Context: an optimization exercise on an open-source flow, tuned for small area, a short achievable clock period and few clock cycles per item. The choices shown serve that exercise and are no tape-out recipe. No run shown here included a check of the RTL's function; only the layout flow was run.

==> flow/design.v (outline; a module is shown in full before it is edited, if it fits) <==
// module mdct_resonator_bank: 154 lines
// module mrb_lane: 97 lines
// module mrb_fa: 10 lines
// module mrb_ha: 9 lines
// module mrb_csa: 1305 lines
module mdct_resonator_bank #(
    parameter int DW   = 32,
    parameter int CW   = 16,
    parameter int FRAC = 14,
    parameter int NCH  = 4,
    parameter int SAT  = 1,
    parameter int LW   = 16,
    localparam int CHW = (NCH > 1) ? $clog2(NCH) : 1
) (
    input  logic              clk_in,
    input  logic              rst_sys,
    input  logic              start,
    input  logic              abort,
    input  logic [LW-1:0]     frame_len,
    input  logic [NCH*CW-1:0] coef,
    input  logic [DW-1:0]     init_s1,
    input  logic [DW-1:0]     init_s2,
    input  logic              s_valid,
    output logic              s_ready,
    input  logic [DW-1:0]     s_data,
    output logic              m_valid,
    input  logic              m_ready,
    output logic [DW-1:0]     m_data,
    output logic [CHW-1:0]    m_chan,
    output logic              m_last,
    output logic              busy,
    output logic              done
);
  // ...
==> flow/flow/run.sh <==
#!/bin/bash
# Own layout flow: the standard flow (standard.sh) with two changes.
# 1. After the standard synthesis (unchanged), fapol.py removes the inverters
#    that adder extraction left between full-adder cells, by choosing which
#    full adders compute on complemented signals (a full adder is self-dual).
#    Registers and ports are untouched; the logic function is the same.
# 2. repair_timing is asked for a larger setup margin, so that the layout is
#    timed tighter than the 13 ns constraint demands, and the ports get plain
#    buffers. The SDC is not changed.
set -euo pipefail
source flow/params.sh
R=$PWD/orfs/results/sky130hd/mdct_resonator_bank/base
bash standard.sh synth > synth.log 2>&1
cp $R/1_2_yosys.v $R/1_2_yosys.std.v
python3 flow/fapol.py $R/1_2_yosys.std.v $R/1_2_yosys.fapol.v > fapol.log 2>&1
cp $R/1_2_yosys.fapol.v $R/1_2_yosys.v
rm -f $R/1_synth.odb $R/1_synth.sdc
bash standard.sh SETUP_SLACK_MARGIN=$MARGIN "BUFFER_PORTS_ARGS=-buffer_cell $PORTBUF" finish > standard.log 2>&1
==> flow/flow/fapol.py <==
#!/usr/bin/env python3
"""Inverter clean-up around full adders in a flat gate-level netlist.

Yosys's adder extraction leaves inverters between full-adder cells (a full
adder is extracted with inverted inputs or outputs depending on how the
preceding mapping happened to build it). A full adder is self-dual:
FA(~a, ~b, ~c) = (~s, ~co), so each full adder may instead compute on
complemented inputs and deliver complemented outputs. This script chooses,
by local search, which full adders to complement so that as few signals as
possible need an inverter, then rewires the netlist: each signal gets at
most one inverter, XOR/XNOR loads absorb a polarity change by swapping
XOR2 <-> XNOR2, and the old inverters are removed. Registers, ports and all
other cells are left as they are; the logic function is unchanged.

usage: fapol.py in.v out.v
"""
import re
import sys

OUTPINS = {"X", "Y", "Q", "Q_N", "SUM", "COUT", "HI", "LO"}
INV_RE = re.compile(r"^sky130_fd_sc_hd__(inv|clkinv)_\d+$")
FA_RE = re.compile(r"^sky130_fd_sc_hd__fa_\d+$")
XOR_SWAP = {}
for n in ("1", "2", "4"):
    XOR_SWAP["sky130_fd_sc_hd__xor2_" + n] = "sky130_fd_sc_hd__xnor2_" + n
    XOR_SWAP["sky130_fd_sc_hd__xnor2_" + n] = "sky130_fd_sc_hd__xor2_" + n

src = open(sys.argv[1]).read()
blk_re = re.compile(r"^  (sky130_fd_sc_hd__\w+) (\S+)(\s+)\(\n(.*?)\n  \);\n", re.M | re.S)
pin_re = re.compile(r"^    \.(\w+)\((.*)\),?$", re.M)

insts = []
for m in blk_re.finditer(src):
    pins = pin_re.findall(m.group(4))
    insts.append({"type": m.group(1), "name": m.group(2) + m.group(3), "pins": [list(p) for p in pins],
                  "span": (m.start(), m.end())})

ncells = len(re.findall(r"^  sky130_fd_sc_hd__\w+ ", src, re.M))
assert ncells == len(insts), (ncells, len(insts))

def key(net):
    return net.strip()

driver = {}
loads = {}
for i, ins in enumerate(insts):
    for k, (p, n) in enumerate(ins["pins"]):
        n = key(n)
        if p in OUTPINS:
            driver[n] = (i, k)
        else:
            loads.setdefault(n, []).append((i, k))

# nets that are module ports: never re-polarised, and never stripped
hdr = src[:insts[0]["span"][0]] if insts else src
portnames = set()
for m in re.finditer(r"^\s*(input|output|inout)\s+(\[\d+:\d+\]\s+)?(\S+);", hdr, re.M):
    portnames.add(m.group(3))

def is_port(n):
    return n.split("[")[0] in portnames

def is_inv(i):
    return INV_RE.match(insts[i]["type"]) is not None

def root_of(n):
    par = 0
    seen = 0
    while n in driver and is_inv(driver[n][0]) and seen < 16:
        i, _ = driver[n]
        a = [key(x) for p, x in insts[i]["pins"] if p == "A"][0]
        n = a
        par ^= 1
        seen += 1
    return n, par

# consumers of each root: (inst, pinidx, parity, kind)  kind: fa / xor / fixed
cons = {}
frozen = set()
inv_insts = set()
for i, ins in enumerate(insts):
    if is_inv(i):
        inv_insts.add(i)
        continue
    for k, (p, n) in enumerate(ins["pins"]):
        if p in OUTPINS:
            continue
        n = key(n)
        r, par = root_of(n)
        if FA_RE.match(ins["type"]) and p in ("A", "B", "CIN"):
            kind = "fa"
        elif ins["type"] in XOR_SWAP and p in ("A", "B"):
            kind = "xor"
        else:
            kind = "fixed"
        cons.setdefault(r, []).append((i, k, par, kind))
# inverter outputs that are ports are fixed consumers we cannot rewire: freeze
for i in inv_insts:
    y = [key(x) for p, x in insts[i]["pins"] if p == "Y"][0]
    if is_port(y):
        r, _ = root_of(y)
        frozen.add(r)

fa_list = [i for i, ins in enumerate(insts) if FA_RE.match(ins["type"])]
xd_list = [i for i, ins in enumerate(insts) if ins["type"] in XOR_SWAP]
flip = {i: 0 for i in fa_list + xd_list}
root_fa = {}   # root net -> flippable cell driving it
for i in fa_list:
    for p, n in insts[i]["pins"]:
        if p in ("SUM", "COUT"):
            root_fa[key(n)] = i
for i in xd_list:
    for p, n in insts[i]["pins"]:
        if p in ("X", "Y"):
            root_fa[key(n)] = i

def q(r):
    i = root_fa.get(r)
    return flip[i] if i is not None else 0

def cost(r):
    if r not in cons:
        return 0
    qr = q(r)
    for (i, k, par, kind) in cons[r]:
        if kind == "xor":
            continue
        need = par ^ (flip[i] if kind == "fa" else 0)
        if need != qr:
            return 1
    return 0

def touched(f):
    rs = set()
    isfa = FA_RE.match(insts[f]["type"]) is not None
    for p, n in insts[f]["pins"]:
        n = key(n)
        if p in OUTPINS:
            rs.add(n)
        elif isfa and p in ("A", "B", "CIN"):
            rs.add(root_of(n)[0])
    return rs

def can_flip(f):
    isfa = FA_RE.match(insts[f]["type"]) is not None
    for p, n in insts[f]["pins"]:
        if p in OUTPINS and (key(n) in frozen or is_port(key(n))):
            return False
        if isfa and p in ("A", "B", "CIN") and root_of(key(n))[0] in frozen:
            return False
    return True

import random
rng = random.Random(1)
nodes = [f for f in fa_list + xd_list if can_flip(f)]
touch = {f: touched(f) for f in nodes}
before = sum(cost(r) for r in cons)

def greedy():
    for it in range(100):
        changed = 0
        order = nodes[:]
        rng.shuffle(order)
        for f in order:
            rs = touch[f]
            c0 = sum(cost(r) for r in rs)
            flip[f] ^= 1
            c1 = sum(cost(r) for r in rs)
            if c1 < c0 or (c1 == c0 and rng.random() < 0.3):
                changed += c1 < c0
            else:
                flip[f] ^= 1
        if not changed:
            break

greedy()
best = sum(cost(r) for r in cons)
best_flip = dict(flip)
for rnd in range(300):
    for f in rng.sample(nodes, max(1, len(nodes) // 50)):
        flip[f] ^= 1
    greedy()
    c = sum(cost(r) for r in cons)
    if c <= best:
        best = c
        best_flip = dict(flip)
    else:
        flip.update(best_flip)
flip.update(best_flip)
after = sum(cost(r) for r in cons)

# rewrite
newinv = {}
extra = []
wires = []
def inv_net(r, rnet_text):
    if r not in newinv:
        k = len(newinv)
        nn = "fapol_n%d" % k
        newinv[r] = nn
        wires.append("  wire %s;\n" % nn)
        extra.append("  sky130_fd_sc_hd__inv_1 fapol_i%d (\n    .A(%s),\n    .Y(%s)\n  );\n" % (k, rnet_text, nn))
    return newinv[r]

# original text of each root net (keep escaped-name spacing)
rtext = {}
for i, ins in enumerate(insts):
    for p, n in ins["pins"]:
        rtext.setdefault(key(n), n)

xor_mis = {}
for i in xd_list:
    if flip[i]:
        xor_mis[i] = 1
for r, lst in cons.items():
    if r in frozen:
        continue
    qr = q(r)
    for (i, k, par, kind) in lst:
        p = insts[i]["pins"][k][0]
        if kind == "xor":
            if par != qr:
                xor_mis[i] = xor_mis.get(i, 0) ^ 1
            insts[i]["pins"][k][1] = rtext[r]
            continue
        need = par ^ (flip[i] if kind == "fa" else 0)
        if need == qr:
            insts[i]["pins"][k][1] = rtext[r]
        else:
            insts[i]["pins"][k][1] = inv_net(r, rtext[r])
for i, m in xor_mis.items():
    if m:
        t = insts[i]["type"]
        insts[i]["type"] = XOR_SWAP[t]
        # xor2 drives X, xnor2 drives Y
        for pn in insts[i]["pins"]:
            if pn[0] in ("X", "Y"):
                pn[0] = "Y" if "xnor2" in XOR_SWAP[t] else "X"

# old inverters: drop those whose output no longer has a load
used = set()
for i, ins in enumerate(insts):
    if i in inv_insts:
        continue
    for p, n in ins["pins"]:
        if p not in OUTPINS:
            used.add(key(n))
changed_inv = True
drop = set()
while changed_inv:
    changed_inv = False
    used2 = set(used)
    for i in inv_insts - drop:
        a = [key(x) for p, x in insts[i]["pins"] if p == "A"][0]
        used2.add(a)
    for i in inv_insts - drop:
        y = [key(x) for p, x in insts[i]["pins"] if p == "Y"][0]
        if y not in used2 and not is_port(y):
            drop.add(i)
            changed_inv = True

out = []
pos = 0
for i, ins in enumerate(insts):
    s, e = ins["span"]
    out.append(src[pos:s])
    pos = e
    if i in drop:
        continue
    body = ",\n".join("    .%s(%s)" % (p, n) for p, n in ins["pins"])
    out.append("  %s %s(\n%s\n  );\n" % (ins["type"], ins["name"], body))
tail = src[pos:]
j = tail.rindex("endmodule")
out.append(tail[:j] + "".join(extra) + tail[j:])
text = "".join(out)
# declare new wires right after the module header
h = text.index(");\n") + 3
text = text[:h] + "".join(wires) + text[h:]
open(sys.argv[2], "w").write(text)
sys.stderr.write("fapol: %d full adders, %d flipped, signals needing an inverter %d -> %d, "
                 "inverters removed %d, added %d\n"
                 % (len(fa_list), sum(flip.values()), before, after, len(drop), len(newinv)))
==> flow/flow/params.sh <==
MARGIN=9.15
PORTBUF=sky130_fd_sc_hd__buf_1
==> flow/standard.sh <==
#!/bin/bash
# synth_recipe.tcl (not shown) runs the flow's synth.tcl, then flattens the netlist and writes it again
# the make line also repeats each setting of config.mk as NAME=value (left out here)
make -C /OpenROAD-flow-scripts/flow DESIGN_CONFIG=/design/flow/config.mk WORK_HOME=/design/flow/orfs CLKGATE_MAP_FILE= SYNTH_SCRIPT=/design/flow/synth_recipe.tcl "${@:-finish}"
==> flow/config.mk <==
export PLATFORM = sky130hd
export DESIGN_NAME = mdct_resonator_bank
export DESIGN_NICKNAME = mdct_resonator_bank
export VERILOG_FILES = /design/flow/design.v
export SDC_FILE = /design/flow/constraint.sdc
export NUM_CORES = 4
export LEC_CHECK = 0
export CAP_MARGIN = 20
export CORE_MARGIN = 2
export CORE_UTILIZATION = 70
export CTS_BUF_LIST = sky130_fd_sc_hd__clkbuf_4 sky130_fd_sc_hd__clkbuf_8
export SLEW_MARGIN = 20
==> flow/constraint.sdc <==
create_clock -name core_clock -period 13.0 [get_ports {clk_in}]
set_input_delay 2.6000 -clock core_clock [delete_from_list [all_inputs] [get_ports {clk_in}]]
set_output_delay 2.6000 -clock core_clock [all_outputs]
set_load 0.01 [all_outputs]
==> flow_summary.toml, run 1 <==
[global_route]
gr-total-overflow = 0
grt_first_pass_wirelength_mm = 210
grt_pass1_vias = 35077

[finish]
n_fill_cell = 3835
nMultiInputCombCells = 2909
nonClkBufAreaFrac_pct = 5.85
clkbuf_count = 135
multi_input_area_um2 = 29300
n_antenna_cell = 2
seq_area_share_pct = 26.7
biggestCellCategory = "multi-input gates"
seq_cells = 479

[cts]
cts_tree = "yes"
cts_made_buffers = 81
clock_latency_ns = 0.69

[flow_run]
maxCapViolations = 0

[routing]
wl_per_cell_um = 28.9
vias = 35199
antenna_left = 0
wirelength_mm = 142

[sta]
period_share_pct = 31.4
whs_ns = 0.537
hold_viol_final = 0
fin_ws_ns = 8.92
slew_violations = 0

[placement]
hpwl_mm = 96.0

[critical_path]
endpoint_kind = "register"
r2r-start = "x_reg[0]"
crit_fanout = 5
cp-startpoint = "x_reg[0]"

[status]
outcome = "complete, no violations"

[logic_synthesis]
syn_inst = 3977
==> module mdct_resonator_bank, before the edit <==
module mdct_resonator_bank #(
    parameter int DW   = 32,
    parameter int CW   = 16,
    parameter int FRAC = 14,
    parameter int NCH  = 4,
    parameter int SAT  = 1,
    parameter int LW   = 16,
    localparam int CHW = (NCH > 1) ? $clog2(NCH) : 1
) (
    input  logic              clk_in,
    input  logic              rst_sys,
    input  logic              start,
    input  logic              abort,
    input  logic [LW-1:0]     frame_len,
    input  logic [NCH*CW-1:0] coef,
    input  logic [DW-1:0]     init_s1,
    input  logic [DW-1:0]     init_s2,
    input  logic              s_valid,
    output logic              s_ready,
    input  logic [DW-1:0]     s_data,
    output logic              m_valid,
    input  logic              m_ready,
    output logic [DW-1:0]     m_data,
    output logic [CHW-1:0]    m_chan,
    output logic              m_last,
    output logic              busy,
    output logic              done
);
    localparam logic [2:0] S_IDLE  = 3'd0;
    localparam logic [2:0] S_P0F   = 3'd1;
    localparam logic [2:0] S_P0    = 3'd2;
    localparam logic [2:0] S_WAIT  = 3'd3;
    localparam logic [2:0] S_P1    = 3'd4;
    localparam logic [2:0] S_FLUSH = 3'd5;
    localparam logic [2:0] S_DRAIN = 3'd6;
    logic [2:0]  state, state_nx;
    logic [15:0] cnt;
    logic        lastf;
    logic        zlen;
    logic [1:0]  rix, rix_nx;
    logic        take_s, take_m;
    logic        st_idle, st_p0f, st_p0, st_wait, st_p1, st_flush, st_drain;
    assign st_idle  = (state == S_IDLE);
    assign st_p0f   = (state == S_P0F);
    assign st_p0    = (state == S_P0);
    assign st_wait  = (state == S_WAIT);
    assign st_p1    = (state == S_P1);
    assign st_flush = (state == S_FLUSH);
    assign st_drain = (state == S_DRAIN);
    assign take_s = s_ready & s_valid & ~abort;
    assign take_m = m_valid & m_ready & ~abort;
    logic        adv, ld_y, nxt_b, idle_q, flush_q, drain_q, xen, ld_r1, hold_r1;
    always_ff @(posedge clk_in or posedge rst_sys) begin
        if (rst_sys) begin
            adv     <= 1'b0;
            ld_y    <= 1'b0;
            nxt_b   <= 1'b0;
            idle_q  <= 1'b1;
            flush_q <= 1'b0;
            drain_q <= 1'b0;
            ld_r1   <= 1'b0;
            hold_r1 <= 1'b0;
        end else begin
            ld_r1   <= (state_nx == S_P0) || (state_nx == S_P1) || (state_nx == S_FLUSH);
            hold_r1 <= !((state_nx == S_P0) || (state_nx == S_P1) || (state_nx == S_FLUSH) || (state_nx == S_IDLE));
            adv     <= (state_nx == S_P0F) || (state_nx == S_P0) || (state_nx == S_P1) || (state_nx == S_FLUSH);
            ld_y    <= (state_nx == S_P0) || (state_nx == S_P1) || (state_nx == S_FLUSH);
            nxt_b   <= (state_nx == S_P0F) || (state_nx == S_P0) || (state_nx == S_WAIT);
            idle_q  <= (state_nx == S_IDLE);
            flush_q <= (state_nx == S_FLUSH);
            drain_q <= (state_nx == S_DRAIN);
        end
    end
    always_ff @(posedge clk_in)
        xen <= (state_nx == S_P0F) || (state_nx == S_P0) || (state_nx == S_WAIT);
    logic signed [31:0] x_reg;
    always_ff @(posedge clk_in) begin
        if (xen)
            x_reg <= s_data;
    end
    logic [31:0] y0, y1, r1_0, r1_1, d1_0, d1_1;
    mrb_lane u_l0 (
        .clk(clk_in), .rst(rst_sys), .idle(idle_q), .adv(adv), .ld_y(ld_y), .ld_r1(ld_r1), .hold_r1(hold_r1), .nxt_b(nxt_b),
        .ca(coef[15:0]), .cb(coef[31:16]), .init_s1(init_s1), .init_s2(init_s2),
        .x(x_reg), .y(y0), .r1(r1_0), .d1(d1_0)
    );
    mrb_lane u_l1 (
        .clk(clk_in), .rst(rst_sys), .idle(idle_q), .adv(adv), .ld_y(ld_y), .ld_r1(ld_r1), .hold_r1(hold_r1), .nxt_b(nxt_b),
        .ca(coef[47:32]), .cb(coef[63:48]), .init_s1(init_s1), .init_s2(init_s2),
        .x(x_reg), .y(y1), .r1(r1_1), .d1(d1_1)
    );
    always_comb begin
        state_nx = state;
        rix_nx   = rix;
        case (state)
            S_IDLE:  if (start) state_nx = (frame_len == 16'd0) ? S_DRAIN : S_P0F;
            S_P0F,
            S_P0:    state_nx = s_valid ? S_P1 : S_WAIT;
            S_WAIT:  if (s_valid) state_nx = S_P1;
            S_P1:    state_nx = lastf ? S_FLUSH : S_P0;
            S_FLUSH: state_nx = S_DRAIN;
            S_DRAIN: if (m_ready && rix == 2'd3) state_nx = S_IDLE;
            default: state_nx = S_IDLE;
        endcase
        if (st_idle || st_p1)
            rix_nx = 2'd0;
        else if (m_ready && (st_flush || st_drain))
            rix_nx = rix + 2'd1;
        if (abort)
            state_nx = S_IDLE;
    end
    always_ff @(posedge clk_in or posedge rst_sys) begin
        if (rst_sys) begin
            state   <= S_IDLE;
            s_ready <= 1'b0;
            m_valid <= 1'b0;
            busy    <= 1'b0;
            done    <= 1'b0;
        end else begin
            state   <= state_nx;
            s_ready <= (state_nx == S_P0F) || (state_nx == S_P0) || (state_nx == S_WAIT);
            m_valid <= (state_nx == S_FLUSH) || (state_nx == S_DRAIN);
            busy    <= (state_nx != S_IDLE);
            done    <= st_drain && take_m && (rix == 2'd3);
        end
    end
    always_ff @(posedge clk_in) begin
        rix    <= rix_nx;
        m_chan <= rix_nx;
        m_last <= (rix_nx == 2'd3);
        if (idle_q) begin
            cnt  <= frame_len;
            zlen <= (frame_len == 16'd0);
        end else if (take_s) begin
            cnt   <= cnt - 16'd1;
            lastf <= (cnt == 16'd1);
        end
    end
    always_ff @(posedge clk_in) begin
        if (idle_q)
            m_data <= init_s1;
        else if (drain_q) begin
            case (rix_nx)
                2'd0:    m_data <= zlen ? r1_0 : d1_0;
                2'd1:    m_data <= r1_0;
                2'd2:    m_data <= zlen ? r1_1 : d1_1;
                default: m_data <= r1_1;
            endcase
        end else if (flush_q && !m_ready)
            m_data <= r1_0;
        else
            m_data <= y0;
    end
endmodule
==> module mrb_lane, before the edit <==
module mrb_lane (
    input  logic        clk,
    input  logic        rst,
    input  logic        idle,
    input  logic        adv,
    input  logic        ld_y,
    input  logic        ld_r1,
    input  logic        hold_r1,
    input  logic        nxt_b,
    input  logic [15:0] ca,
    input  logic [15:0] cb,
    input  logic [31:0] init_s1,
    input  logic [31:0] init_s2,
    input  logic [31:0] x,
    output logic [31:0] y,
    output logic [31:0] r1,
    output logic [31:0] d1
);
    logic [31:0] nd2;    
    logic [7:0]  one, two, neg;
    logic [33:0] ps, pc, ps_q, pc_q;
    logic        pcin, pcin_q, pneg_q;
    logic [15:0] cn;
    logic [16:0] cx;
    assign cn = nxt_b ? cb : ca;
    assign cx = {cn, 1'b0};
    always_ff @(posedge clk) begin
        for (int j = 0; j < 8; j++) begin
            one[j] <= cx[2*j+1] ^ cx[2*j];
            two[j] <= (cx[2*j+2] & ~cx[2*j+1] & ~cx[2*j]) | (~cx[2*j+2] & cx[2*j+1] & cx[2*j]);
            neg[j] <= cx[2*j+2];
        end
    end
    mrb_csa u_csa (.s1(r1), .ns2(nd2), .one(one), .two(two), .neg(neg),
                   .ps(ps), .pc(pc), .pcin(pcin));
    always_ff @(posedge clk) begin
        if (adv) begin
            ps_q   <= ps;
            pc_q   <= pc;
            pcin_q <= pcin;
            pneg_q <= neg[7];
        end
    end
    logic [33:0] p, g, c, yf;
    logic [33:0] gp [0:6];
    logic [33:0] pp [0:6];
    logic [33:0] xe, s3, c3;
    logic        c3x;
    assign xe = {{2{x[31]}}, x};
    for (genvar i = 0; i < 33; i++) begin : g_s2fa
        mrb_fa u_fa (.a(ps_q[i]), .b(pc_q[i]), .c(xe[i]), .s(s3[i]), .co(c3[i+1]));
    end
    mrb_fa u_fa33 (.a(ps_q[33]), .b(pc_q[33]), .c(xe[33]), .s(s3[33]), .co(c3x));
    assign c3[0] = pcin_q;
    assign p = s3 ^ c3;
    assign g = s3 & c3;
    assign gp[0] = {g[33:1], g[0] | (p[0] & pneg_q)};
    assign pp[0] = p;
    for (genvar k = 0; k < 6; k++) begin : g_ks
        for (genvar i = 0; i < 34; i++) begin : g_b
            if (i >= (1 << k)) begin : g_m
                assign gp[k+1][i] = gp[k][i] | (pp[k][i] & gp[k][i - (1 << k)]);
                assign pp[k+1][i] = pp[k][i] & pp[k][i - (1 << k)];
            end else begin : g_t
                assign gp[k+1][i] = gp[k][i];
                assign pp[k+1][i] = pp[k][i];
            end
        end
    end
    assign c  = {gp[6][32:0], pneg_q};
    assign yf = p ^ c;
    logic [2:0] t0, t1;
    logic       ov0, ov1, ovf, sgn;
    assign t0  = {p[33] ^ (g[32] | (p[32] & g[31])), p[32] ^ g[31], p[31]};
    assign t1  = {p[33] ^ (g[32] | (p[32] & (g[31] | p[31]))), p[32] ^ (g[31] | p[31]), ~p[31]};
    assign ov0 = (t0 != 3'b000) && (t0 != 3'b111);
    assign ov1 = (t1 != 3'b000) && (t1 != 3'b111);
    assign ovf = c[31] ? ov1 : ov0;
    assign sgn = c[31] ? t1[2] : t0[2];
    always_comb begin
        if (!ovf)
            y = yf[31:0];
        else
            y = sgn ? 32'h80000000 : 32'h7fffffff;
    end
    always_ff @(posedge clk) begin
        if (idle) begin
            d1 <= init_s2;
            nd2 <= ~init_s2;
        end else if (adv) begin
            d1 <= r1;
            nd2 <= ~d1;
        end
    end
    always_ff @(posedge clk)
        r1 <= ({32{idle}} & init_s1) | ({32{ld_r1}} & y) | ({32{hold_r1}} & r1);
endmodule
==> inputs of run 2 (changes only) <==
--- a/flow/design.v
+++ b/flow/design.v
@@ -73,186 +73,195 @@
     end
     always_ff @(posedge clk_in)
         xen <= (state_nx == S_P0F) || (state_nx == S_P0) || (state_nx == S_WAIT);
     logic signed [31:0] x_reg;
     always_ff @(posedge clk_in) begin
         if (xen)
             x_reg <= s_data;
     end
-    logic [31:0] y0, y1, r1_0, r1_1, d1_0, d1_1;
+    logic [31:0] r1_0, r1_1, d1_0, d1_1;
     mrb_lane u_l0 (
         .clk(clk_in), .rst(rst_sys), .idle(idle_q), .adv(adv), .ld_y(ld_y), .ld_r1(ld_r1), .hold_r1(hold_r1), .nxt_b(nxt_b),
         .ca(coef[15:0]), .cb(coef[31:16]), .init_s1(init_s1), .init_s2(init_s2),
-        .x(x_reg), .y(y0), .r1(r1_0), .d1(d1_0)
+        .x(x_reg), .s1(r1_0), .d1(d1_0)
     );
     mrb_lane u_l1 (
         .clk(clk_in), .rst(rst_sys), .idle(idle_q), .adv(adv), .ld_y(ld_y), .ld_r1(ld_r1), .hold_r1(hold_r1), .nxt_b(nxt_b),
         .ca(coef[47:32]), .cb(coef[63:48]), .init_s1(init_s1), .init_s2(init_s2),
-        .x(x_reg), .y(y1), .r1(r1_1), .d1(d1_1)
+        .x(x_reg), .s1(r1_1), .d1(d1_1)
     );
     always_comb begin
         state_nx = state;
         rix_nx   = rix;
         case (state)
             S_IDLE:  if (start) state_nx = (frame_len == 16'd0) ? S_DRAIN : S_P0F;
             S_P0F,
             S_P0:    state_nx = s_valid ? S_P1 : S_WAIT;
             S_WAIT:  if (s_valid) state_nx = S_P1;
             S_P1:    state_nx = lastf ? S_FLUSH : S_P0;
             S_FLUSH: state_nx = S_DRAIN;
             S_DRAIN: if (m_ready && rix == 2'd3) state_nx = S_IDLE;
             default: state_nx = S_IDLE;
         endcase
-        if (st_idle || st_p1)
+        if (st_idle || st_p1 || st_flush)
             rix_nx = 2'd0;
-        else if (m_ready && (st_flush || st_drain))
+        else if (m_ready && st_drain)
             rix_nx = rix + 2'd1;
         if (abort)
             state_nx = S_IDLE;
     end
     always_ff @(posedge clk_in or posedge rst_sys) begin
         if (rst_sys) begin
             state   <= S_IDLE;
             s_ready <= 1'b0;
             m_valid <= 1'b0;
             busy    <= 1'b0;
             done    <= 1'b0;
         end else begin
             state   <= state_nx;
             s_ready <= (state_nx == S_P0F) || (state_nx == S_P0) || (state_nx == S_WAIT);
-            m_valid <= (state_nx == S_FLUSH) || (state_nx == S_DRAIN);
+            m_valid <= (state_nx == S_DRAIN);
             busy    <= (state_nx != S_IDLE);
             done    <= st_drain && take_m && (rix == 2'd3);
         end
     end
     always_ff @(posedge clk_in) begin
         rix    <= rix_nx;
         m_chan <= rix_nx;
         m_last <= (rix_nx == 2'd3);
         if (idle_q) begin
             cnt  <= frame_len;
             zlen <= (frame_len == 16'd0);
         end else if (take_s) begin
             cnt   <= cnt - 16'd1;
             lastf <= (cnt == 16'd1);
         end
     end
-    always_ff @(posedge clk_in) begin
-        if (idle_q)
-            m_data <= init_s1;
-        else if (drain_q) begin
-            case (rix_nx)
-                2'd0:    m_data <= zlen ? r1_0 : d1_0;
-                2'd1:    m_data <= r1_0;
-                2'd2:    m_data <= zlen ? r1_1 : d1_1;
-                default: m_data <= r1_1;
-            endcase
-        end else if (flush_q && !m_ready)
-            m_data <= r1_0;
-        else
-            m_data <= y0;
+    logic [31:0] src0, src1, src2, src3, md_a, md_b;
+    assign src0 = zlen ? r1_0 : d1_0;
+    assign src1 = r1_0;
+    assign src2 = zlen ? r1_1 : d1_1;
+    assign src3 = r1_1;
+    always_comb begin
+        case (rix)
+            2'd0:    begin md_b = src0; md_a = src1; end
+            2'd1:    begin md_b = src1; md_a = src2; end
+            2'd2:    begin md_b = src2; md_a = src3; end
+            default: begin md_b = src3; md_a = src3; end
+        endcase
+        if (idle_q) begin
+            md_a = init_s1;
+            md_b = init_s1;
+        end else if (!drain_q) begin
+            md_a = r1_0;
+            md_b = r1_0;
+        end
     end
+    always_ff @(posedge clk_in)
+        m_data <= m_ready ? md_a : md_b;
 endmodule
 module mrb_lane (
     input  logic        clk,
     input  logic        rst,
     input  logic        idle,
     input  logic        adv,
     input  logic        ld_y,
     input  logic        ld_r1,
     input  logic        hold_r1,
     input  logic        nxt_b,
     input  logic [15:0] ca,
     input  logic [15:0] cb,
     input  logic [31:0] init_s1,
     input  logic [31:0] init_s2,
     input  logic [31:0] x,
-    output logic [31:0] y,
-    output logic [31:0] r1,
+    output logic [31:0] s1,
     output logic [31:0] d1
 );
     logic [31:0] nd2;    
+    logic [31:0] r1;
     logic [7:0]  one, two, neg;
-    logic [33:0] ps, pc, ps_q, pc_q;
+    logic [37:0] ps, pc, ps_q, pc_q;    
     logic        pcin, pcin_q, pneg_q;
     logic [15:0] cn;
     logic [16:0] cx;
     assign cn = nxt_b ? cb : ca;
     assign cx = {cn, 1'b0};
     always_ff @(posedge clk) begin
         for (int j = 0; j < 8; j++) begin
             one[j] <= cx[2*j+1] ^ cx[2*j];
             two[j] <= (cx[2*j+2] & ~cx[2*j+1] & ~cx[2*j]) | (~cx[2*j+2] & cx[2*j+1] & cx[2*j]);
             neg[j] <= cx[2*j+2];
         end
     end
-    mrb_csa u_csa (.s1(r1), .ns2(nd2), .one(one), .two(two), .neg(neg),
+    mrb_csa u_csa (.s1(s1), .ns2(nd2), .one(one), .two(two), .neg(neg),
                    .ps(ps), .pc(pc), .pcin(pcin));
     always_ff @(posedge clk) begin
         if (adv) begin
             ps_q   <= ps;
             pc_q   <= pc;
             pcin_q <= pcin;
             pneg_q <= neg[7];
         end
     end
-    logic [33:0] p, g, c, yf;
-    logic [33:0] gp [0:6];
-    logic [33:0] pp [0:6];
-    logic [33:0] xe, s3, c3;
+    logic [37:0] xe, s3, c3, p, g, c, sm;
+    logic [37:0] gp [0:6];
+    logic [37:0] pp [0:6];
     logic        c3x;
-    assign xe = {{2{x[31]}}, x};
-    for (genvar i = 0; i < 33; i++) begin : g_s2fa
+    logic [33:0] yf;
+    assign xe = {{2{x[31]}}, x, 4'd0};
+    assign s3[3:0] = ps_q[3:0];
+    assign c3[3:0] = pc_q[3:0];
+    assign c3[4]   = pneg_q;
+    for (genvar i = 4; i < 37; i++) begin : g_s2fa
         mrb_fa u_fa (.a(ps_q[i]), .b(pc_q[i]), .c(xe[i]), .s(s3[i]), .co(c3[i+1]));
     end
-    mrb_fa u_fa33 (.a(ps_q[33]), .b(pc_q[33]), .c(xe[33]), .s(s3[33]), .co(c3x));
-    assign c3[0] = pcin_q;
+    mrb_fa u_fa37 (.a(ps_q[37]), .b(pc_q[37]), .c(xe[37]), .s(s3[37]), .co(c3x));
     assign p = s3 ^ c3;
     assign g = s3 & c3;
-    assign gp[0] = {g[33:1], g[0] | (p[0] & pneg_q)};
+    assign gp[0] = {g[37:1], g[0] | (p[0] & pcin_q)};
     assign pp[0] = p;
     for (genvar k = 0; k < 6; k++) begin : g_ks
-        for (genvar i = 0; i < 34; i++) begin : g_b
+        for (genvar i = 0; i < 38; i++) begin : g_b
             if (i >= (1 << k)) begin : g_m
                 assign gp[k+1][i] = gp[k][i] | (pp[k][i] & gp[k][i - (1 << k)]);
                 assign pp[k+1][i] = pp[k][i] & pp[k][i - (1 << k)];
             end else begin : g_t
                 assign gp[k+1][i] = gp[k][i];
                 assign pp[k+1][i] = pp[k][i];
             end
         end
     end
-    assign c  = {gp[6][32:0], pneg_q};
-    assign yf = p ^ c;
+    assign c  = {gp[6][36:0], pcin_q};
+    assign sm = p ^ c;
+    assign yf = sm[37:4];
     logic [2:0] t0, t1;
     logic       ov0, ov1, ovf, sgn;
-    assign t0  = {p[33] ^ (g[32] | (p[32] & g[31])), p[32] ^ g[31], p[31]};
-    assign t1  = {p[33] ^ (g[32] | (p[32] & (g[31] | p[31]))), p[32] ^ (g[31] | p[31]), ~p[31]};
+    assign t0  = {p[37] ^ (g[36] | (p[36] & g[35])), p[36] ^ g[35], p[35]};
+    assign t1  = {p[37] ^ (g[36] | (p[36] & (g[35] | p[35]))), p[36] ^ (g[35] | p[35]), ~p[35]};
     assign ov0 = (t0 != 3'b000) && (t0 != 3'b111);
     assign ov1 = (t1 != 3'b000) && (t1 != 3'b111);
-    assign ovf = c[31] ? ov1 : ov0;
-    assign sgn = c[31] ? t1[2] : t0[2];
-    always_comb begin
-        if (!ovf)
-            y = yf[31:0];
-        else
-            y = sgn ? 32'h80000000 : 32'h7fffffff;
+    assign ovf = c[35] ? ov1 : ov0;
+    assign sgn = c[35] ? t1[2] : t0[2];
+    logic ovq, sgq;
+    always_ff @(posedge clk) begin
+        r1  <= ({32{idle}} & init_s1) | ({32{ld_r1}} & yf[31:0]) | ({32{hold_r1}} & r1);
+        ovq <= (ld_r1 & ovf) | (hold_r1 & ovq);
+        sgq <= (ld_r1 & sgn) | (hold_r1 & sgq);
     end
+    assign s1 = ovq ? {sgq, {31{~sgq}}} : r1;
     always_ff @(posedge clk) begin
         if (idle) begin
             d1 <= init_s2;
             nd2 <= ~init_s2;
         end else if (adv) begin
-            d1 <= r1;
+            d1 <= s1;
             nd2 <= ~d1;
         end
     end
-    always_ff @(posedge clk)
-        r1 <= ({32{idle}} & init_s1) | ({32{ld_r1}} & y) | ({32{hold_r1}} & r1);
 endmodule
 module mrb_fa (
     input  logic a,
     input  logic b,
     input  logic c,
     output logic s,
     output logic co
 );
@@ -269,18 +278,18 @@
     assign co = a & b;
 endmodule
 module mrb_csa (
     input  logic [31:0] s1,
     input  logic [31:0] ns2,
     input  logic [7:0]  one,
     input  logic [7:0]  two,
     input  logic [7:0]  neg,
-    output logic [33:0] ps,
-    output logic [33:0] pc,
+    output logic [37:0] ps,
+    output logic [37:0] pc,
     output logic        pcin
 );
     logic nx2s;
     assign nx2s = ~ns2[31];
     logic pp0_0;
     logic pp0_1;
     logic pp0_2;
     logic pp0_3;
@@ -1036,18 +1045,18 @@
     logic fs481;
     logic fc482;
     logic fs483;
     logic fc484;
     logic fs485;
     logic fc486;
     logic fs487;
     logic fc488;
-    logic [13:0] la, lb;
-    logic [13:0] lsum;
+    logic [9:0] la, lb;
+    logic [9:0] lsum;
     assign pp0_0 = ((one[0] & s1[0])) ^ neg[0];
     assign pp0_1 = ((one[0] & s1[1]) | (two[0] & s1[0])) ^ neg[0];
     assign pp0_2 = ((one[0] & s1[2]) | (two[0] & s1[1])) ^ neg[0];
     assign pp0_3 = ((one[0] & s1[3]) | (two[0] & s1[2])) ^ neg[0];
     assign pp0_4 = ((one[0] & s1[4]) | (two[0] & s1[3])) ^ neg[0];
     assign pp0_5 = ((one[0] & s1[5]) | (two[0] & s1[4])) ^ neg[0];
     assign pp0_6 = ((one[0] & s1[6]) | (two[0] & s1[5])) ^ neg[0];
     assign pp0_7 = ((one[0] & s1[7]) | (two[0] & s1[6])) ^ neg[0];
@@ -1562,14 +1571,14 @@
     mrb_fa u_fs473 (.a(fs295), .b(fc384), .c(fs385), .s(fs473), .co(fc474));
     mrb_fa u_fs475 (.a(fs299), .b(fc386), .c(fs387), .s(fs475), .co(fc476));
     mrb_fa u_fs477 (.a(fs389), .b(fc300), .c(fc388), .s(fs477), .co(fc478));
     mrb_fa u_fs479 (.a(fs305), .b(fc390), .c(fs391), .s(fs479), .co(fc480));
     mrb_fa u_fs481 (.a(fs309), .b(fc392), .c(fs393), .s(fs481), .co(fc482));
     mrb_fa u_fs483 (.a(fs395), .b(fc310), .c(fc394), .s(fs483), .co(fc484));
     mrb_fa u_fs485 (.a(pp7_31), .b(fc396), .c(fs397), .s(fs485), .co(fc486));
     mrb_fa u_fs487 (.a(hc314), .b(pp7_32), .c(fc398), .s(fs487), .co(fc488));
-    assign la = {fc420, fc418, fc416, fc414, fc412, fc410, fc408, fc406, fc404, hc402, hc400, hs399, pp0_1, neg[0]};
-    assign lb = {fs421, fs419, fs417, fs415, fs413, fs411, fs409, fs407, fs405, fs403, hs401, pp1_0, 1'b0, pp0_0};
+    assign la = {fc412, fc410, fc408, fc406, fc404, hc402, hc400, hs399, pp0_1, neg[0]};
+    assign lb = {fs413, fs411, fs409, fs407, fs405, fs403, hs401, pp1_0, 1'b0, pp0_0};
     assign {pcin, lsum} = {1'b0, la} + {1'b0, lb};
-    assign ps = {fc488, fc486, fc484, fc482, fc480, fc478, fc476, fc474, fc472, fc470, fc468, fc466, fc464, fc462, fc460, fc458, fc456, fc454, fc452, fc450, fc448, fc446, fc444, fc442, fc440, fc438, fc436, fc434, fc432, fc430, fc428, fc426, fc424, fc422};
-    assign pc = {pps7, fs487, fs485, fs483, fs481, fs479, fs477, fs475, fs473, fs471, fs469, fs467, fs465, fs463, fs461, fs459, fs457, fs455, fs453, fs451, fs449, fs447, fs445, fs443, fs441, fs439, fs437, fs435, fs433, fs431, fs429, fs427, fs425, fs423};
+    assign ps = {fc488, fc486, fc484, fc482, fc480, fc478, fc476, fc474, fc472, fc470, fc468, fc466, fc464, fc462, fc460, fc458, fc456, fc454, fc452, fc450, fc448, fc446, fc444, fc442, fc440, fc438, fc436, fc434, fc432, fc430, fc428, fc426, fc424, fc422, fc420, fc418, fc416, fc414};
+    assign pc = {pps7, fs487, fs485, fs483, fs481, fs479, fs477, fs475, fs473, fs471, fs469, fs467, fs465, fs463, fs461, fs459, fs457, fs455, fs453, fs451, fs449, fs447, fs445, fs443, fs441, fs439, fs437, fs435, fs433, fs431, fs429, fs427, fs425, fs423, fs421, fs419, fs417, fs415};
 endmodule
==> flow/flow/params.sh (replaced) <==
MARGIN=9.25
PORTBUF=sky130_fd_sc_hd__buf_1
==> flow/config.mk (replaced) <==
export PLATFORM = sky130hd
export DESIGN_NAME = mdct_resonator_bank
export DESIGN_NICKNAME = mdct_resonator_bank
export VERILOG_FILES = /design/flow/design.v
export SDC_FILE = /design/flow/constraint.sdc
export NUM_CORES = 4
export LEC_CHECK = 0
export CAP_MARGIN = 20
export CORE_MARGIN = 2
export CORE_UTILIZATION = 65
export CTS_BUF_LIST = sky130_fd_sc_hd__clkbuf_8 sky130_fd_sc_hd__clkbuf_16
export CTS_CLUSTER_DIAMETER = 80
export CTS_CLUSTER_SIZE = 20
export SLEW_MARGIN = 20
==> run 2 against run 1 <==
  * Synthesized area rose by 2.9%
  * Core utilization fell by 1.3 points
  * Still clean on timing, DRC and antenna
  * Sequential share of layout area fell by 1.1 points
  * Worst hold slack got worse by 0.049 ns
  * Highest routed layer unchanged
  * Critical path depth fell by 3
  * Via count rose by 6.1%
==> flow_summary.toml, run 2 <==
[status]
outcome = "complete, no violations"

[hold_path]
min_from = "u_l1.r1[21]"
min_to = "u_l1.r1[21]"
hold_class = "register to register"
worst_hold_path.num_cells = 2

[critical_path]
crit_chain = "fa_1, ha_4, nand4_1, buf_4, nor4b_2, or4_4, o21ai_4, a21oi_4, a31o_4, a221o_2, mux2i_1, xor2_1, a22o_1"
crit_type = "register to register"
endpoint_kind = "register"
r2r_cells = 13
cp-startpoint = "x_reg[13]"
worst_r2r_endpoint = "u_l1.sgq"
crit_fanout = 4
worst-path-buf-inv = 1
cpPeakStageDelay_ns = 0.59
crit_slowest_cell = "fa_1"
r2r-start = "x_reg[13]"
worstPathRequired_ns = 13.53
r2r_slack_ns = 8.93
worstPathArrival_ns = 4.60
startpoint_type = "register"
critical-path-top-delay-family = "compound AO/OA/AOI/OAI gates"

[sta]
final.setup.tns_ns = 0
max_slew.worst_pin.slew_ns = 1.01
slew_headroom_pct = 32.4
whs_ns = 0.488
skew_ns = 0.0325
slew_violations = 0
fin_ws_ns = 8.93
rsz0062_at_grt = "true"
max_freq_mhz = 246
setup_viol = 0
period_share_pct = 31.3
hold_viol_final = 0
fin_crit_ns = 4.07

[finish]
syn_to_final_growth_pct = 17.9
final_nets = 5075
final_common_cell = "xnor2_1"
layout_common_cells = "xnor2_1, a22oi_1, fa_1, edfxtp_1, buf_4"
final_cell_area_um2 = 52400
layout-drive-gt1-share_pct = 23.0

[floorplanning]
rows = 95
start_util_pct = 66.0
die_x_um = 266
io_pins = 221
die_area_um2 = 70500
die_h_um = 266
core_region_area_um2 = 67400

[cts]
clockBufferDepth = 3
cts_max_level = 2
clkTransAtPathRegs_ns = 0.08
cts_made_buffers = 38
clock_latency_ns = 0.60
cts_root_buf = "clkbuf_16"
cts_tree = "yes"
cts_sinks = 497

[routing]
wirelength_mm = 157
drt-initial-drc-count = 5334
antenna_left = 0
wl_per_cell_um = 30.5
remaining_drc_errors = 0
vias = 37359
routed_via_density = 7.25
firstDrtPassIters = 7

[placement]
placed_area_um2 = 45700
hpwl_mm = 95.8
pre_cts_slack_ns = 8.24
place_congestion = 0.962
portBuffers = 220

[global_route]
gr-total-overflow = 0
antenna_found_initial = 9
grtUsageTotal_pct = 42.2
grt_first_pass_wirelength_mm = 225
grt_pass1_vias = 36970
grt_max_degree = 144

[flow_run]
maxCapViolations = 0

[logic_synthesis]
yosys_warnings = 4
synthesis.nets = 4832
avgSynthCellArea_um2 = 11.1
syn_inst = 4000
synth_area_um2 = 44500
run 2: cell count changes in the layout (fill, tap and decap cells not counted), moves of 42 or more:
cell | before | now
fa_2 | 7 | 101
clkbuf_8 | 93 | 2
xnor2_1 | 412 | 534
fa_1 | 509 | 411
inv_1 | 195 | 139
o21a_4 | 0 | 56
xor2_1 | 207 | 68
mux2_2 | 7 | 77
a22oi_2 | 1 | 97
a22oi_1 | 543 | 420
clkbuf_4 | 42 | 0
buf_4 | 111 | 237
run 2: worst max path at each step:
stage	end	slack, ns	depth (start not counted)
after floorplan	ld_r1	9.00	10
after global placement	u_l0.pc_q[5]	8.31	10
after detailed placement	m_data[15]	8.24	6
after CTS	u_l1.sgq	9.05	13
after global routing	u_l1.sgq	8.96	13
final	u_l1.sgq	8.93	13
run 2: metrics by stage:
step / std cells / utilization [%]
floorplan: 4000 / -
global placement: 4783 / 67.7
detailed placement: 4783 / 67.8
CTS: 5027 / 73.8
global route: 5146 / 77.8
finish: 5152 / 77.8
run 2: area by class of cell:
type,instances,area (µm²)
diodes,6,15.0
clock buffers,44,1080
clock inverters,26,226
fillers,4176,15000
inverters,134,513
multi-input cells,3034,31900
flip-flops and latches,497,13500
well taps,873,1090
repair buffers,537,4140
repair inverters,1,7.51
run 2: repair_timing:
action,4_1_cts,5_1_grt
pin swaps,52,200
gates resized for setup,231,373
setup endpoints to repair,211,143
gates cloned,30,25
buffers inserted,144,94
hold buffers,0,0
run 2: tightest hold or removal path, cell delays in order (launching register included):
cell and delay (ns):
dfxtp_1 0.34, a21oi_1 0.06, o21ai_0 0.06
run 2: routing by layer:
layer	GRT usage, %	up-vias	part of all wire [%]
met5	0	-	0.036
met4	24.8	10	7.7
met3	9.25	785	13
met2	65.1	3190	44
met1	55.3	18470	35
li1	-	14904	-

afterwards: timing with drivers on the ports:
In the flow no input, the clock included, has a driving cell. The finished layouts below were timed again as built, in two steps.
Step 1, drivers: a clkbuf_16 drives clk_in and a buf_2 each remaining input, both assumed.
Step 2 adds t to the input delays and takes it off the output delays; t is the mean of the earliest and latest rising clock arrival at the registers after step 1. Input paths then give back, and output paths get back, about the clock's delay inside the block.
Slacks: no drivers / after step 1 / after step 2; pairs: no drivers / after step 1.
run	t (ns)	setup WS [ns]	worst register clock-pin slew, ns
run 1	0.736	8.917 / 8.917 / 8.251	0.08 / 0.08
run 2	0.657	8.933 / 8.933 / 8.459	0.10 / 0.10
After both steps every run listed still meets setup and hold. The setup slack of run 1, which loses most, moves by 0.000 ns with the drivers and by -0.666 ns with both steps.
